From an optimization exercise on the open Yosys and OpenROAD flow, aimed at small area and a short achievable clock period; shortcuts taken in it are not production practice. The RTL was checked by simulation tests, not by an equivalence proof against the original design. Power and IR drop assume default switching activity.

`flow/config.mk`:
```
export PLATFORM = sky130hd
export DESIGN_NAME = eth_mac_top
export DESIGN_NICKNAME = eth_mac_top
export VERILOG_FILES = /design/flow/design.v
export SDC_FILE = /design/flow/constraint.sdc
export NUM_CORES = 4
export LEC_CHECK = 0
export CAP_MARGIN = 20
export CORE_MARGIN = 2
export CORE_UTILIZATION = 40
export SLEW_MARGIN = 20
```
`flow/constraint.sdc`:
```
create_clock -name core_clock -period 6.0 [get_ports {clock}]
set_input_delay 1.2000 -clock core_clock [delete_from_list [all_inputs] [get_ports {clock}]]
set_output_delay 1.2000 -clock core_clock [all_outputs]
set_load 0.01 [all_outputs]
```
`flow/design.v`:
```
package mac_frame_pkg;
    localparam logic [7:0] PREAMBLE_BYTE = 8'h55;
    localparam logic [7:0] SFD_BYTE      = 8'hd5;
    localparam int         PREAMBLE_LEN  = 7;
    localparam int         FCS_LEN       = 4;
    localparam int         IFG_CYCLES    = 12;   
    localparam logic [31:0] CRC_INIT    = 32'hffff_ffff;
    localparam logic [31:0] CRC_RESIDUE = 32'hc704_dd7b;
    localparam logic [31:0] CRC_POLY    = 32'h04c1_1db7;
    typedef logic [7:0] byte_t;
    typedef struct packed {
        byte_t data;
        logic  en;
        logic  er;
    } gmii_tx_s;
    typedef struct packed {
        byte_t data;
        logic  dv;
        logic  er;
    } gmii_rx_s;
    function automatic logic [31:0] crc32_d8(input byte_t data, input logic [31:0] crc);
        logic [31:0] c;
        c = crc;
        for (int i = 0; i < 8; i++) begin
            c = {c[30:0], 1'b0} ^ ((c[31] ^ data[i]) ? CRC_POLY : 32'h0);
        end
        crc32_d8 = c;
    endfunction
endpackage
package packet_buffer_pkg;
    localparam int PACKET_SLOTS = 4;
    localparam int PACKET_BYTES = 64;
    typedef logic [1:0] slot_t;
    typedef logic [6:0] pkt_addr_t;   
    typedef enum logic [2:0] {
        OP_READ       = 3'd0,
        OP_READ_LEN   = 3'd1,
        OP_READ_NEXT  = 3'd2,
        OP_WRITE      = 3'd3,
        OP_WRITE_LEN  = 3'd4,
        OP_WRITE_NEXT = 3'd5
    } host_op_e;
    typedef struct packed {
        host_op_e  op;
        pkt_addr_t address;
        logic [7:0]     value;
    } host_cmd_s;
    typedef union packed {
        struct packed { logic [7:0]  pad; logic [7:0]     data; } byte_view;
        struct packed { logic [8:0]  pad; pkt_addr_t len;  } len_view;
        struct packed { logic [14:0] pad; logic      flag; } flag_view;
    } host_result_u;
    typedef struct packed {
        logic      valid;
        pkt_addr_t index;
        logic [7:0]     data;
    } rx_byte_wr_s;
    typedef struct packed {
        logic      valid;
        logic      good;
        pkt_addr_t length;   
    } rx_frame_end_s;
endpackage
module gmii_rx_framer
(
    input  logic          clock,
    input  logic          reset,
    input  mac_frame_pkg::gmii_rx_s      gmii_rx,
    output packet_buffer_pkg::rx_byte_wr_s   byte_wr,
    output packet_buffer_pkg::rx_frame_end_s frame_end
);
    typedef enum logic [1:0] {HUNT, PREAMBLE, SFD, DATA} rx_state_e;
    rx_state_e   state;
    logic [2:0]  pre_count;
    packet_buffer_pkg::pkt_addr_t   count;       
    logic        too_long;
    logic [31:0] crc;
    logic        rx_ok;
    assign rx_ok = gmii_rx.dv && !gmii_rx.er;
    always_ff @(posedge clock) begin
        if (reset) begin
            state           <= HUNT;
            byte_wr.valid   <= 1'b0;
            frame_end.valid <= 1'b0;
        end else begin
            byte_wr.valid   <= 1'b0;
            frame_end.valid <= 1'b0;
            case (state)
                HUNT: begin
                    if (rx_ok && gmii_rx.data == mac_frame_pkg::PREAMBLE_BYTE) begin
                        pre_count <= 3'd1;
                        state     <= PREAMBLE;
                    end
                end
                PREAMBLE: begin
                    if (!rx_ok || gmii_rx.data != mac_frame_pkg::PREAMBLE_BYTE)
                        state <= HUNT;
                    else if (pre_count == mac_frame_pkg::PREAMBLE_LEN - 1)
                        state <= SFD;
                    else
                        pre_count <= pre_count + 3'd1;
                end
                SFD: begin
                    if (rx_ok && gmii_rx.data == mac_frame_pkg::SFD_BYTE) begin
                        count    <= '0;
                        too_long <= 1'b0;
                        crc      <= mac_frame_pkg::CRC_INIT;
                        state    <= DATA;
                    end else begin
                        state <= HUNT;
                    end
                end
                DATA: begin
                    if (!gmii_rx.dv) begin
                        frame_end.valid  <= 1'b1;
                        frame_end.good   <= !too_long && count >= mac_frame_pkg::FCS_LEN &&
                                            crc == mac_frame_pkg::CRC_RESIDUE;
                        frame_end.length <= packet_buffer_pkg::pkt_addr_t'(count - mac_frame_pkg::FCS_LEN);
                        state            <= HUNT;
                    end else if (gmii_rx.er) begin
                        state <= HUNT;   
                    end else begin
                        byte_wr.valid <= count < packet_buffer_pkg::PACKET_BYTES;
                        byte_wr.index <= count;
                        byte_wr.data  <= gmii_rx.data;
                        crc           <= mac_frame_pkg::crc32_d8(gmii_rx.data, crc);
                        if (count == packet_buffer_pkg::PACKET_BYTES + mac_frame_pkg::FCS_LEN)
                            too_long <= 1'b1;
                        else
                            count <= count + 7'd1;
                    end
                end
                default: state <= HUNT;
            endcase
        end
    end
endmodule
module rx_packet_ring
(
    input  logic          clock,
    input  logic          reset,
    input  packet_buffer_pkg::rx_byte_wr_s   byte_wr,
    input  packet_buffer_pkg::rx_frame_end_s frame_end,
    input  packet_buffer_pkg::host_op_e      rd_op,
    input  logic          rd_strobe,
    input  packet_buffer_pkg::pkt_addr_t     rd_addr,
    output packet_buffer_pkg::host_result_u  rd_result
);
    mac_frame_pkg::byte_t     mem [packet_buffer_pkg::PACKET_SLOTS][packet_buffer_pkg::PACKET_BYTES];
    packet_buffer_pkg::pkt_addr_t len [packet_buffer_pkg::PACKET_SLOTS];
    packet_buffer_pkg::slot_t recv_ptr;   
    packet_buffer_pkg::slot_t read_ptr;   
    logic  empty;
    logic  full;
    logic  commit;
    assign empty  = read_ptr == recv_ptr;
    assign full   = packet_buffer_pkg::slot_t'(recv_ptr + 2'd1) == read_ptr;
    assign commit = frame_end.valid && frame_end.good && !full;   
    always_ff @(posedge clock) begin
        if (byte_wr.valid)
            mem[recv_ptr][byte_wr.index[5:0]] <= byte_wr.data;
        if (commit)
            len[recv_ptr] <= frame_end.length;
    end
    always_ff @(posedge clock) begin
        if (reset) begin
            recv_ptr <= '0;
            read_ptr <= '0;
        end else begin
            if (commit)
                recv_ptr <= recv_ptr + 2'd1;
            if (rd_strobe && rd_op == packet_buffer_pkg::OP_READ_NEXT && !empty)
                read_ptr <= read_ptr + 2'd1;
        end
    end
    always_comb begin
        rd_result = '0;
        case (rd_op)
            packet_buffer_pkg::OP_READ: begin
                if (!empty && rd_addr < len[read_ptr])
                    rd_result.byte_view.data = mem[read_ptr][rd_addr[5:0]];
            end
            packet_buffer_pkg::OP_READ_LEN: begin
                if (!empty)
                    rd_result.len_view.len = len[read_ptr];
            end
            packet_buffer_pkg::OP_READ_NEXT: rd_result.flag_view.flag = empty;
            default: ;
        endcase
    end
endmodule
module host_port
(
    input  logic         clock,
    input  logic         reset,
    input  logic         start,
    input  packet_buffer_pkg::host_cmd_s    cmd,
    output packet_buffer_pkg::host_op_e     rd_op,
    output logic         rd_strobe,
    output packet_buffer_pkg::pkt_addr_t    rd_addr,
    output packet_buffer_pkg::host_op_e     wr_op,
    output logic         wr_strobe,
    output packet_buffer_pkg::pkt_addr_t    wr_addr,
    output mac_frame_pkg::byte_t        wr_value,
    input  packet_buffer_pkg::host_result_u rd_result,
    input  packet_buffer_pkg::host_result_u wr_result,
    output logic         done,
    output packet_buffer_pkg::host_result_u result
);
    logic rd_group;
    assign rd_group = cmd.op == packet_buffer_pkg::OP_READ || cmd.op == packet_buffer_pkg::OP_READ_LEN ||
                      cmd.op == packet_buffer_pkg::OP_READ_NEXT;
    assign rd_op     = cmd.op;
    assign rd_addr   = cmd.address;
    assign rd_strobe = start && rd_group;
    assign wr_op     = cmd.op;
    assign wr_addr   = cmd.address;
    assign wr_value  = cmd.value;
    assign wr_strobe = start && !rd_group;
    always_ff @(posedge clock) begin
        if (reset)
            done <= 1'b0;
        else
            done <= start;   
    end
    always_ff @(posedge clock) begin
        if (start)
            result <= rd_group ? rd_result : wr_result;
    end
endmodule
module tx_packet_ring
(
    input  logic         clock,
    input  logic         reset,
    input  packet_buffer_pkg::host_op_e     wr_op,
    input  logic         wr_strobe,
    input  packet_buffer_pkg::pkt_addr_t    wr_addr,
    input  mac_frame_pkg::byte_t        wr_value,
    output packet_buffer_pkg::host_result_u wr_result,
    input  packet_buffer_pkg::pkt_addr_t    tx_index,
    input  logic         frame_sent,
    output logic         pending,
    output packet_buffer_pkg::pkt_addr_t    tx_len,
    output mac_frame_pkg::byte_t        tx_byte
);
    mac_frame_pkg::byte_t     mem [packet_buffer_pkg::PACKET_SLOTS][packet_buffer_pkg::PACKET_BYTES];
    packet_buffer_pkg::pkt_addr_t len [packet_buffer_pkg::PACKET_SLOTS];
    packet_buffer_pkg::slot_t fill_ptr;    
    packet_buffer_pkg::slot_t sent_ptr;    
    packet_buffer_pkg::slot_t next_fill;
    logic  full;
    logic  in_range;
    assign next_fill = fill_ptr + 2'd1;
    assign full      = next_fill == sent_ptr;
    assign in_range  = wr_addr < packet_buffer_pkg::PACKET_BYTES;
    assign pending = sent_ptr != fill_ptr;
    assign tx_len  = len[sent_ptr];
    assign tx_byte = mem[sent_ptr][tx_index[5:0]];
    always_ff @(posedge clock) begin
        if (wr_strobe && wr_op == packet_buffer_pkg::OP_WRITE && in_range)
            mem[fill_ptr][wr_addr[5:0]] <= wr_value;
    end
    always_ff @(posedge clock) begin
        if (reset) begin
            fill_ptr <= '0;
            sent_ptr <= '0;
            for (int i = 0; i < packet_buffer_pkg::PACKET_SLOTS; i++)
                len[i] <= '0;
        end else begin
            if (frame_sent)
                sent_ptr <= sent_ptr + 2'd1;
            if (wr_strobe && wr_op == packet_buffer_pkg::OP_WRITE && in_range && wr_addr >= len[fill_ptr])
                len[fill_ptr] <= wr_addr + 7'd1;   
            if (wr_strobe && wr_op == packet_buffer_pkg::OP_WRITE_NEXT && !full) begin
                fill_ptr       <= next_fill;
                len[next_fill] <= '0;
            end
        end
    end
    always_comb begin
        wr_result = '0;
        case (wr_op)
            packet_buffer_pkg::OP_WRITE:      wr_result.flag_view.flag = !in_range;
            packet_buffer_pkg::OP_WRITE_LEN:  wr_result.len_view.len   = len[fill_ptr];
            packet_buffer_pkg::OP_WRITE_NEXT: wr_result.flag_view.flag = full;   
            default: ;
        endcase
    end
endmodule
module gmii_tx_framer
(
    input  logic      clock,
    input  logic      reset,
    input  logic      pending,
    input  packet_buffer_pkg::pkt_addr_t tx_len,
    input  mac_frame_pkg::byte_t     tx_byte,
    output packet_buffer_pkg::pkt_addr_t tx_index,
    output logic      frame_sent,
    output mac_frame_pkg::gmii_tx_s  gmii_tx
);
    typedef enum logic [2:0] {IDLE, PREAMBLE, DATA, FCS, GAP} tx_state_e;
    tx_state_e   state;
    logic [3:0]  step;       
    packet_buffer_pkg::pkt_addr_t   index;
    logic [31:0] crc;
    logic [31:0] crc_rev;
    logic [23:0] fcs_rest;   
    always_comb
        for (int i = 0; i < 32; i++)
            crc_rev[i] = crc[31 - i];
    assign tx_index = index;
    always_ff @(posedge clock) begin
        if (reset) begin
            state      <= IDLE;
            gmii_tx.en <= 1'b0;
            gmii_tx.er <= 1'b0;
            frame_sent <= 1'b0;
        end else begin
            frame_sent <= 1'b0;
            case (state)
                IDLE: begin
                    gmii_tx.en <= pending;
                    if (pending) begin
                        gmii_tx.data <= mac_frame_pkg::PREAMBLE_BYTE;
                        step         <= 4'd1;
                        state        <= PREAMBLE;
                    end
                end
                PREAMBLE: begin
                    step <= step + 4'd1;
                    if (step == mac_frame_pkg::PREAMBLE_LEN) begin
                        gmii_tx.data <= mac_frame_pkg::SFD_BYTE;
                        index        <= '0;
                        crc          <= mac_frame_pkg::CRC_INIT;
                        state        <= DATA;
                    end else begin
                        gmii_tx.data <= mac_frame_pkg::PREAMBLE_BYTE;
                    end
                end
                DATA: begin
                    if (index < tx_len) begin
                        gmii_tx.data <= tx_byte;
                        crc          <= mac_frame_pkg::crc32_d8(tx_byte, crc);
                        index        <= index + 7'd1;
                    end else begin
                        gmii_tx.data <= ~crc_rev[7:0];
                        fcs_rest     <= ~crc_rev[31:8];
                        step         <= 4'd1;
                        state        <= FCS;
                    end
                end
                FCS: begin
                    gmii_tx.data <= fcs_rest[7:0];
                    fcs_rest     <= fcs_rest >> 8;
                    step         <= step + 4'd1;
                    if (step == mac_frame_pkg::FCS_LEN - 1) begin
                        frame_sent <= 1'b1;
                        step       <= '0;
                        state      <= GAP;
                    end
                end
                GAP: begin
                    gmii_tx.en <= 1'b0;
                    step       <= step + 4'd1;
                    if (step == mac_frame_pkg::IFG_CYCLES - 1)
                        state <= IDLE;
                end
                default: state <= IDLE;
            endcase
        end
    end
endmodule
module eth_packet_mac
(
    input  logic         clock,
    input  logic         reset,
    input  logic         start,
    input  packet_buffer_pkg::host_cmd_s    cmd,
    output logic         done,
    output packet_buffer_pkg::host_result_u result,
    input  mac_frame_pkg::gmii_rx_s     gmii_rx,
    output mac_frame_pkg::gmii_tx_s     gmii_tx
);
    packet_buffer_pkg::host_op_e      rd_op;
    logic          rd_strobe;
    packet_buffer_pkg::pkt_addr_t     rd_addr;
    packet_buffer_pkg::host_result_u  rd_result;
    packet_buffer_pkg::host_op_e      wr_op;
    logic          wr_strobe;
    packet_buffer_pkg::pkt_addr_t     wr_addr;
    mac_frame_pkg::byte_t         wr_value;
    packet_buffer_pkg::host_result_u  wr_result;
    packet_buffer_pkg::rx_byte_wr_s   byte_wr;
    packet_buffer_pkg::rx_frame_end_s frame_end;
    packet_buffer_pkg::pkt_addr_t     tx_index;
    logic          frame_sent;
    logic          pending;
    packet_buffer_pkg::pkt_addr_t     tx_len;
    mac_frame_pkg::byte_t         tx_byte;
    gmii_rx_framer gmii_rx_framer_inst (
        .clock(clock), .reset(reset),
        .gmii_rx(gmii_rx), .byte_wr(byte_wr), .frame_end(frame_end)
    );
    rx_packet_ring rx_packet_ring_inst (
        .clock(clock), .reset(reset),
        .byte_wr(byte_wr), .frame_end(frame_end),
        .rd_op(rd_op), .rd_strobe(rd_strobe), .rd_addr(rd_addr), .rd_result(rd_result)
    );
    host_port host_port_inst (
        .clock(clock), .reset(reset), .start(start), .cmd(cmd),
        .rd_op(rd_op), .rd_strobe(rd_strobe), .rd_addr(rd_addr),
        .wr_op(wr_op), .wr_strobe(wr_strobe), .wr_addr(wr_addr), .wr_value(wr_value),
        .rd_result(rd_result), .wr_result(wr_result), .done(done), .result(result)
    );
    tx_packet_ring tx_packet_ring_inst (
        .clock(clock), .reset(reset),
        .wr_op(wr_op), .wr_strobe(wr_strobe), .wr_addr(wr_addr), .wr_value(wr_value),
        .wr_result(wr_result), .tx_index(tx_index), .frame_sent(frame_sent),
        .pending(pending), .tx_len(tx_len), .tx_byte(tx_byte)
    );
    gmii_tx_framer gmii_tx_framer_inst (
        .clock(clock), .reset(reset),
        .pending(pending), .tx_len(tx_len), .tx_byte(tx_byte),
        .tx_index(tx_index), .frame_sent(frame_sent), .gmii_tx(gmii_tx)
    );
endmodule
module eth_mac_top (
    input  logic        clock,
    input  logic        reset,
    input  logic        start,
    input  logic [2:0]  cmd_op,
    input  logic [6:0]  cmd_address,
    input  logic [7:0]  cmd_value,
    output logic        done,
    output logic [15:0] result,
    input  logic [7:0]  gmii_rxd,
    input  logic        gmii_rx_dv,
    input  logic        gmii_rx_er,
    output logic [7:0]  gmii_txd,
    output logic        gmii_tx_en,
    output logic        gmii_tx_er
);
    packet_buffer_pkg::host_cmd_s    cmd;
    packet_buffer_pkg::host_result_u res;
    mac_frame_pkg::gmii_rx_s         rx;
    mac_frame_pkg::gmii_tx_s         tx;
    assign cmd = {cmd_op, cmd_address, cmd_value};
    assign rx  = {gmii_rxd, gmii_rx_dv, gmii_rx_er};
    eth_packet_mac eth_packet_mac_inst (
        .clock(clock), .reset(reset), .start(start), .cmd(cmd),
        .done(done), .result(res), .gmii_rx(rx), .gmii_tx(tx)
    );
    assign result     = res;
    assign gmii_txd   = tx.data;
    assign gmii_tx_en = tx.en;
    assign gmii_tx_er = tx.er;
endmodule
```
`flow/run.sh`:
```
#!/bin/bash
# synth_recipe.tcl (not shown) runs the flow's synth.tcl, then flattens the netlist and writes it again
# the make line also repeats each setting of config.mk as NAME=value (left out here)
make -C /OpenROAD-flow-scripts/flow DESIGN_CONFIG=/design/flow/config.mk WORK_HOME=/design/flow/orfs CLKGATE_MAP_FILE= SYNTH_SCRIPT=/design/flow/synth_recipe.tcl finish
```
==> run summary <==
Status:
- The run finished with no timing, DRC or antenna violations.

Timing:
- The number of pins exceeding their max-slew limit in the final report is 0.
- The clock period minus worst slack is 5680 ps.
- The fraction of the cycle the final worst path needs is 0.946.
- Setup repair after global routing left no endpoint under its margin.
- Timing would allow up to 176 MHz.
- On the final layout, the worst clock skew is approximately 46 ps.
- The worst pin sits at a relative slew slack of 0.135.
- The total setup violations reported at the end of the flow is 0.
- The slew at the pin with the worst max-slew slack is 1300 ps.
- Setup total negative slack on the finished layout was measured at 0 ps.
- The final worst hold slack is slightly above 500 ps.
- The number of hold violations in the final report is 0.

Clock tree:
- The clock-pin slew of the registers on the worst-case setup and hold paths is 70 ps.
- The clock drives 4324 sinks.
- In this run, CTS created clock tree buffers numbering 421.
- The number of buffers added to fix hold violations after cts is 0.
- The post-CTS setup repair buffer count is 0.
- TritonCTS built the clock tree.
- The level count of the clock H-tree is 5.
- CTS placed an instance of clkbuf_16 at the clock tree root.
- The maximum buffer depth of the clock tree is 4.
- The clock latency at the later pin of the worst-skew pair is about 1000 ps.
- The post-cts gate resize count is 0.

Power:
- Power comes to 0.0608 W.
- The leakage power is 59.5 nW.
- The relative contribution of the clock network to total power is 0.429.
- The power per cell area is 315 nW/um^2.
- The share of total power dissipated in combinational logic is 0.029.
- Of the total power, the share spent switching nets is 0.204.
- The analysis attributes to net switching a power of 0.0124 W.
- The share of total power dissipated in sequential elements is 0.543.
- The internal portion of the total power is 0.0484 W.
- The largest voltage drop on the vdd net is roughly 0.29 mV.

Detailed routing:
- The final wirelength is 458 mm.
- The number of detailed-route iterations in the first pass is 5.
- Dividing the detail-routed via count by the number of cells gives 5.84.
- After detailed routing, the average wire length per cell comes to approximately 32 um.
- The number of antenna-violating nets in the routed design is 0.
- The number of DRC violations after detailed routing is 0.
- For this block, the initial DRC count from the detailed router was approximately 11000.
- The routed layout has roughly 84000 vias.

Setup path:
- The critical path's most frequent cell is buf_12.
- The critical path is of the reg -> reg type.
- The worst setup path is launched from a register.
- The number of cell instances on the worst register-to-register path is 14.
- Across all register-to-register paths, the minimum setup slack is 320 ps.
- Traced cell by cell, the critical path runs through buf_12 > buf_12 > buf_12 > mux4_2 > mux2i_1 > o22ai_1 > o21ai_0 > buf_4 > nand4_1 > a221oi_4 > xnor3_2 > xnor2_2 > xnor3_1 > nand2_1.
- The required time of the critical path is 6700 ps.
- The standard cell with the maximum stage delay on the critical path is o21ai_0.
- The largest single stage delay on the critical path is 950 ps.
- The highest fanout seen on the critical path is 25.
- STA classifies the critical path endpoint as a register.
- At the worst endpoint, the arrival time is 6370 ps.

Placed design:
- The detailed placement HPWL is 282 mm.
- The count of buffers from port buffering is 48.
- The weighted congestion at the end of routability-driven global placement is around 0.86.
- In this run the cell area measured after placement is 179000 sq um.

Synth:
- In the synthesized netlist the dominant register cell turns out to be edfxtp_1.
- Summing every instance area after synthesis gives about 170000 sq um.
- Of the total synthesized cell area, the portion taken by XOR and XNOR cells is 0.0104.
- The proportion of register bits with asynchronous set or reset after synthesis is 0.
- During synthesis, Yosys emitted a total of 5 warnings.
- The number of synthesized flops with an enable pin is 4300.
- The number of standard cells after synthesis is slightly below 8000.
- The portion of the post-synthesis area used by sequential elements is 0.761.
- The number of different library cells used by synthesis comes to 90.
- The simple-gate area share of the yosys netlist is 0.0281.
- The dominant combinational cell family by area after synthesis is multiplexers.
- The register bit total from synthesis is approximately 4300.
- The average instance in the mapped netlist occupies approximately 21 sq um.
- The fraction of the mapped netlist area in compound gates was 0.0196.
- Of the total synthesized cell area, the portion taken by full adders, half adders and majority gates is 0.00294.
- After synthesis, the share of cell area in mux cells is 0.163.

Final layout:
- Of the cells placed in the final design, the portion with a size suffix greater than 1 is 0.257.
- The final net count is 8424.
- Compared with the post-synthesis result, the final layout area differs by 13.3%.
- In the layout the commonest cells are edfxtp_1 (4300), mux4_2 (1135), nor2_1 (562).
- Once layout is done, the placed cells without fillers occupy 193000 sq um.
- After filler insertion, the fill cell instance count of the layout stands at 35300.
- The most frequent standard cell in the layout excluding fill and tap cells is edfxtp_1.

Global routing:
- The met2 track utilization from global routing is 0.333.
- The first global-routing pass estimated around 650 mm of wire.
- Entering global routing, the biggest net connects just over 200 pins.
- The global routing stage identified its most utilized layer as met2.
- The initial antenna violation count is 25.
- In the global route stage, met3 resource usage came out at 0.0368.
- The total grt overflow is 0.
- The number of global-route vias before repair came to 84300.
- For this run, the total global-route usage over all layers was measured as 0.209.
- The met1 global-route usage is 0.289.

Die:
- For this configuration, the core starts out at a cell density of 0.402.
- The area enclosed by the die boundary is 431000 sq um.
- From bottom edge to top edge, the die measures 657 um.
- In this run the standard cell core region covers 424000 sq um.
- The floorplan has 239 rows.
- The top-level port count is 58.
- The chip width is 657 um.

Job:
- The number of violations of the max-capacitance limit is 0.

Min path:
- The number of instances on the worst hold path is 0.
- The tightest min-delay check is of the reg -> reg type.
-- sequential cells by signal (all words and copies together), names as in the netlist, 2 cells and up, named ones only --
signal	count
eth_packet_mac_inst.gmii_rx_framer_inst.pre_count	3
eth_packet_mac_inst.tx_packet_ring_inst.mem	2048
eth_packet_mac_inst.gmii_tx_framer_inst.gmii_tx	9
eth_packet_mac_inst.host_port_inst.result	8
eth_packet_mac_inst.gmii_tx_framer_inst.step	4
eth_packet_mac_inst.gmii_rx_framer_inst.frame_end	9
eth_packet_mac_inst.gmii_tx_framer_inst.state	3
eth_packet_mac_inst.gmii_rx_framer_inst.count	7
eth_packet_mac_inst.rx_packet_ring_inst.read_ptr	2
eth_packet_mac_inst.gmii_tx_framer_inst.fcs_rest	24
eth_packet_mac_inst.gmii_tx_framer_inst.index	7
eth_packet_mac_inst.gmii_rx_framer_inst.byte_wr	15
eth_packet_mac_inst.rx_packet_ring_inst.mem	2048
eth_packet_mac_inst.tx_packet_ring_inst.len	28
eth_packet_mac_inst.gmii_tx_framer_inst.crc	32
eth_packet_mac_inst.rx_packet_ring_inst.recv_ptr	2
eth_packet_mac_inst.gmii_rx_framer_inst.crc	32
eth_packet_mac_inst.tx_packet_ring_inst.sent_ptr	2
eth_packet_mac_inst.tx_packet_ring_inst.fill_ptr	2
eth_packet_mac_inst.gmii_rx_framer_inst.state	2
eth_packet_mac_inst.rx_packet_ring_inst.len	28
-- cells in the mapped netlist, types with 13 or more instances --
master | instances | share of area
a221oi_1 | 27 | 0.0014
nand2b_1 | 18 | 0.00066
a211oi_1 | 28 | 0.0012
clkbuf_1 | 240 | 0.0053
nor2_1 | 574 | 0.013
buf_1 | 83 | 0.0018
buf_2 | 55 | 0.0016
mux4_2 | 1135 | 0.15
and2_1 | 13 | 0.00048
xor2_1 | 49 | 0.0025
edfxtp_1 | 4300 | 0.76
a21oi_1 | 85 | 0.0025
o21ai_0 | 43 | 0.0013
mux2_2 | 41 | 0.0027
nor3_1 | 98 | 0.0029
mux2i_1 | 153 | 0.0090
buf_6 | 27 | 0.0018
nor2b_1 | 26 | 0.00095
a2111oi_0 | 14 | 0.00072
o221ai_1 | 20 | 0.0010
xnor2_1 | 96 | 0.0049
a22o_1 | 28 | 0.0014
a22oi_1 | 79 | 0.0035
dfxtp_1 | 24 | 0.0028
nand4_1 | 17 | 0.00062
o211ai_1 | 14 | 0.00062
o22ai_1 | 43 | 0.0016
inv_1 | 40 | 0.00088
ha_1 | 40 | 0.0029
nand3_1 | 53 | 0.0016
buf_4 | 46 | 0.0020
nand2_1 | 214 | 0.0047
-- cell families (layout without fill, tap and decap cells) --
kind of cell    after synthesis  after routing
simple gates               1093           1093
fa+ha+maj                    40             40
xor+xnor                    169            169
other cells                   1             25
mux                        1337           1337
buf+inv                     515           1260
compound gates              466            466
flops                      4324           4324
-- critical path, delay by kind of cell, from the launching register on --
kind	cells	cell delay [ps]
xor gates and xnor gates	3	920
AOI/OAI and AO/OA	3	1540
and+or+nand+nor	2	220
muxes	2	1110
buffers and inverters	4	990
DFF	1	530
-- area by class of cell --
| class | instances | area, sq um | share of cell area |
|---|---|---|---|
| diodes | 16 | 40.0 | 0.000207 |
| clock buffers | 516 | 11000 | 0.0570 |
| clock inverters | 252 | 2380 | 0.0123 |
| inverters | 45 | 169 | 0.000875 |
| multi-input cells | 3114 | 38400 | 0.199 |
| flip-flops and latches | 4324 | 130000 | 0.672 |
| well taps | 5663 | 7090 | 0.0367 |
| repair buffers | 447 | 4330 | 0.0225 |
-- per-layer routing --
metal	share of wire	vias up
met5	0.00015	-
met4	0.043	10
met3	0.083	837
met2	0.48	4010
met1	0.40	45100
li1	-	34000
-- how the worst min path moves through the flow --
stage,start,endpoint,slack (ps)
finish,register,eth_packet_mac_inst.rx_packet_ring_inst.len[2][6],510
global route,register,eth_packet_mac_inst.rx_packet_ring_inst.len[3][6],540
CTS,register,eth_packet_mac_inst.rx_packet_ring_inst.len[3][6],510
detailed placement,register,eth_packet_mac_inst.rx_packet_ring_inst.len[2][6],500
global placement,register,eth_packet_mac_inst.rx_packet_ring_inst.len[3][6],490
floorplan,register,register,420
-- power by group through the flow --
stage / logic, W / registers (W) / clock network [W]
after floorplan: 0.000933 / 0.0336 / 0
after global placement: 0.00172 / 0.0336 / 0
after detailed placement: 0.00174 / 0.0336 / 0
after CTS: 0.00174 / 0.0330 / 0.0264
after global routing: 0.00182 / 0.0330 / 0.0275
final: 0.00174 / 0.0330 / 0.0261
-- through the flow --
step | setup slack [ps] | utilization | cells
after floorplan | 1070 | - | 7953
after global placement | -348 | 0.423 | 13600
after detailed placement | 341 | 0.423 | 13600
after CTS | 321 | 0.455 | 14400
after global routing | 290 | 0.455 | 14400
final | 324 | 0.455 | 14400

==> what the ideal ports hide <==
Ports are ideal in the flow. The routed layout listed here was re-timed in OpenROAD.
Step 1: set_driving_cell puts a clkbuf_16 on clock and a buf_2 on each other input, an assumption about the parent block.
Step 2 also shifts input and output timing later by t, the mid clock arrival at the registers, as if the neighbouring blocks saw the same clock.
a / b / c = ideal / step 1 / step 2; a / b = the first two.
t, ns: 1.063
slack for setup (ns): 0.324 / 0.324 / 0.324
hold WS [ns]: 0.507 / 0.507 / 0.507
pins driven straight from the clock port: 1
After both steps setup and hold are still met in this run. The setup slack of this run moves by 0.000 ns with the drivers and by 0.000 ns with both steps.
